This is an optimization exercise on Yosys and OpenROAD, whose aim is small area, a short achievable clock period and few clock cycles per item, not a production implementation. At most, simulation tests tie the RTL to the original design; equivalence was not proved.

## red
Design sm3_expnd_top, start of the top module:
module sm3_expnd_top (
    input  logic      clk,
    input  logic      rst_n,
    input  sm3_expnd_pkg::sm3_word_t pad_d_i,
    input  logic      pad_vld_i,
    input  logic      pad_lst_i,
    output logic      pad_rdy_o,
    output sm3_expnd_pkg::sm3_word_t wj_o,
    output sm3_expnd_pkg::sm3_word_t wjj_o,
    output logic      expnd_vld_o,
    output logic      expnd_lst_o
);
==> module sm3_expnd_ctrl, before the edit <==
module sm3_expnd_ctrl (
    input  logic clk,
    input  logic rst_n,
    input  logic pad_vld_i,
    input  logic pad_lst_i,
    output logic pad_rdy_o,
    output logic sel_exp_o,      
    output logic sel_wexp_o,     
    output logic sel_pad_o,      
    output logic expnd_vld_o,
    output logic expnd_lst_o
);
    logic [6:0] idx_q;       
    logic [3:0] dbt_q;       
    logic       done_q;      
    logic       lst_q;       
    logic       tlst_q;      
    logic       lsto_q;
    logic       rdy_q;       
    logic       exp_q;       
    logic       wexp_q;      
    logic       vld_q;
    logic       selp_q;      
    logic [3:0] tail_q;      
    logic       f_end_q;     
    logic       f_w15_q;     
    logic       f_idx0_q;    
    logic       f_ge4_q;     
    logic       f_ge5_q;     
    logic       f_dbt15_q;   
    logic       pad_acc;
    logic       inc;         
    logic       wrap;        
    logic       turn;        
    logic       rdy_d;
    logic       exp_d;
    logic       vld_d;
    logic [3:0] tail_d;
    assign pad_acc = pad_vld_i && selp_q && !exp_q;
    assign inc     = exp_q || (pad_vld_i && selp_q);
    assign wrap    = exp_q && f_end_q;
    assign turn    = !exp_q && !(pad_vld_i && selp_q) && !f_idx0_q;
    assign tail_d  = {tail_q[2:0], wrap};
    always_comb begin
        if (exp_q) begin
            exp_d = !f_end_q;
            rdy_d = f_end_q;
            vld_d = 1'b1;                        
        end else if (selp_q) begin
            exp_d = pad_vld_i && f_w15_q;
            rdy_d = pad_vld_i ? !f_w15_q : f_idx0_q;
            vld_d = pad_vld_i && f_ge4_q;
        end else begin
            exp_d = 1'b0;
            rdy_d = f_idx0_q || f_dbt15_q;       
            vld_d = f_dbt15_q && f_ge5_q && !done_q;
        end
    end
    always_ff @(posedge clk or negedge rst_n) begin
        if (!rst_n) begin
            idx_q     <= '0;
            dbt_q     <= '0;
            done_q    <= 1'b0;
            lst_q     <= 1'b0;
            tlst_q    <= 1'b0;
            lsto_q    <= 1'b0;
            rdy_q     <= 1'b0;    
            selp_q    <= 1'b0;
            exp_q     <= 1'b0;
            wexp_q    <= 1'b0;
            vld_q     <= 1'b0;
            tail_q    <= '0;
            f_end_q   <= 1'b0;
            f_w15_q   <= 1'b0;
            f_idx0_q  <= 1'b1;
            f_ge4_q   <= 1'b0;
            f_ge5_q   <= 1'b0;
            f_dbt15_q <= 1'b0;
        end else begin
            rdy_q  <= rdy_d;
            selp_q <= rdy_d || exp_d;
            exp_q  <= exp_d;
            wexp_q <= exp_d || (tail_d[2:0] != 3'd0);
            vld_q  <= vld_d || (tail_d[3:1] != 3'd0);
            tail_q <= tail_d;
            lsto_q <= tail_q[2] && tlst_q;
            if (wrap) begin
                tlst_q <= lst_q;
            end
            if (inc) begin
                idx_q     <= wrap ? 7'd0 : idx_q + 7'd1;
                f_end_q   <= (idx_q == 7'(64 - 1));
                f_w15_q   <= (idx_q == 7'd14);
                f_idx0_q  <= wrap;
                f_ge4_q   <= !wrap && (idx_q >= 7'd3);
                f_ge5_q   <= !wrap && (idx_q >= 7'(5 - 1));
            end
            if (turn) begin
                dbt_q     <= dbt_q + 4'd1;
                f_dbt15_q <= (dbt_q == 4'd14);
            end
            if (pad_acc) begin
                done_q <= 1'b0;
                lst_q  <= (lst_q && !f_idx0_q) || pad_lst_i;
            end else if (turn) begin
                done_q <= done_q || vld_q;
            end
        end
    end
    assign pad_rdy_o   = rdy_q;
    assign sel_exp_o   = exp_q;
    assign sel_wexp_o  = wexp_q;
    assign sel_pad_o   = selp_q;
    assign expnd_vld_o = vld_q;
    assign expnd_lst_o = lsto_q;
endmodule
export LEC_CHECK = 0
export CAP_MARGIN = 20
export CORE_MARGIN = 2
export CORE_UTILIZATION = 65
export CTS_CLUSTER_DIAMETER = 80
export CTS_CLUSTER_SIZE = 30
export SETUP_SLACK_MARGIN = 1.7
export SLEW_MARGIN = 20
create_clock -name core_clock -period 3.5 [get_ports {clk}]
standard.sh (not shown) runs the stock make flow with config.mk's settings and CLKGATE_MAP_FILE= SYNTH_SCRIPT=/design/flow/synth_recipe.tcl, a recipe that flattens the netlist after the stock synthesis.
==> flow/flow/run.sh <==
#!/bin/bash
# The standard layout, with every port buffered by a buf_2 instead of the
# buffer buffer_ports picks by itself.
set -euo pipefail
export BUFFER_PORTS_ARGS="-buffer_cell sky130_fd_sc_hd__buf_2"
bash standard.sh finish > standard.log 2>&1
Testbench counts of red, summed over its fixed seeds: cycles 6,272, items 6,144.
Edits applied to the flow inputs when going from red to orange:
--- a/flow/design.v
+++ b/flow/design.v
@@ -104,13 +104,13 @@
                 f_dbt15_q <= (dbt_q == 4'd14);
             end
             if (pad_acc) begin
                 done_q <= 1'b0;
                 lst_q  <= (lst_q && !f_idx0_q) || pad_lst_i;
             end else if (turn) begin
-                done_q <= done_q || vld_q;
+                done_q <= done_q || f_ge5_q;
             end
         end
     end
     assign pad_rdy_o   = rdy_q;
     assign sel_exp_o   = exp_q;
     assign sel_wexp_o  = wexp_q;
Notes after the runs:
- orange was carried through to the last stage, and its layout satisfied the timing, DRC and antenna checks.
- Across both runs, final critical-path required period was lower for orange than for red.
- Taking red as the reference, in orange wire length grew by 1.4%, longest individual stage delay on the worst path shrank by 20 ps, relative slew slack grew by 0.65 points, routing usage on met2 grew by 0.40 points.
- [orange] share of the cycle needed by the critical path after routing fell 0.15 points relative to red
- orange and red ended up with roughly the same switching portion of total power.
- A critical path launch point of u_ctrl.vld_q is what red shows, while u_window.win_q[11][20] belongs to orange.
Function not checked in orange: the RTL went through the layout flow alone.

==> port drivers added, routing unchanged <==
The flow's constraints put no driver on any port. The routed layouts listed below were extracted and timed again, unchanged, in two steps. Step 1, drivers: a clkbuf_16 drives clk and a buf_2 each remaining input, both assumed. Step 2 adds t to the input delays and takes it off the output delays; t is the mean of the earliest and latest rising clock arrival at the registers after step 1. Input paths then give back, and output paths get back, about the clock's delay inside the block. Slacks: ideal / step 1 / step 2; pairs: ideal / step 1.
| run | t, ns | setup WS [ns] | clock arrival spread, ns | worst register clock-pin slew, ns | worst slew at a driven data input, ns |
|---|---|---|---|---|---|
| red | 0.584 | 1.728 / 1.680 / 1.648 | 0.019 / 0.018 | 0.11 / 0.11 | 0.04 |
| orange | 0.583 | 1.733 / 1.685 / 1.704 | 0.053 / 0.053 | 0.11 / 0.11 | 0.04 |
After both steps every run listed still meets setup and hold. For red, which loses most, drivers alone change the setup slack by -0.048 ns; drivers and shift together by -0.080 ns.
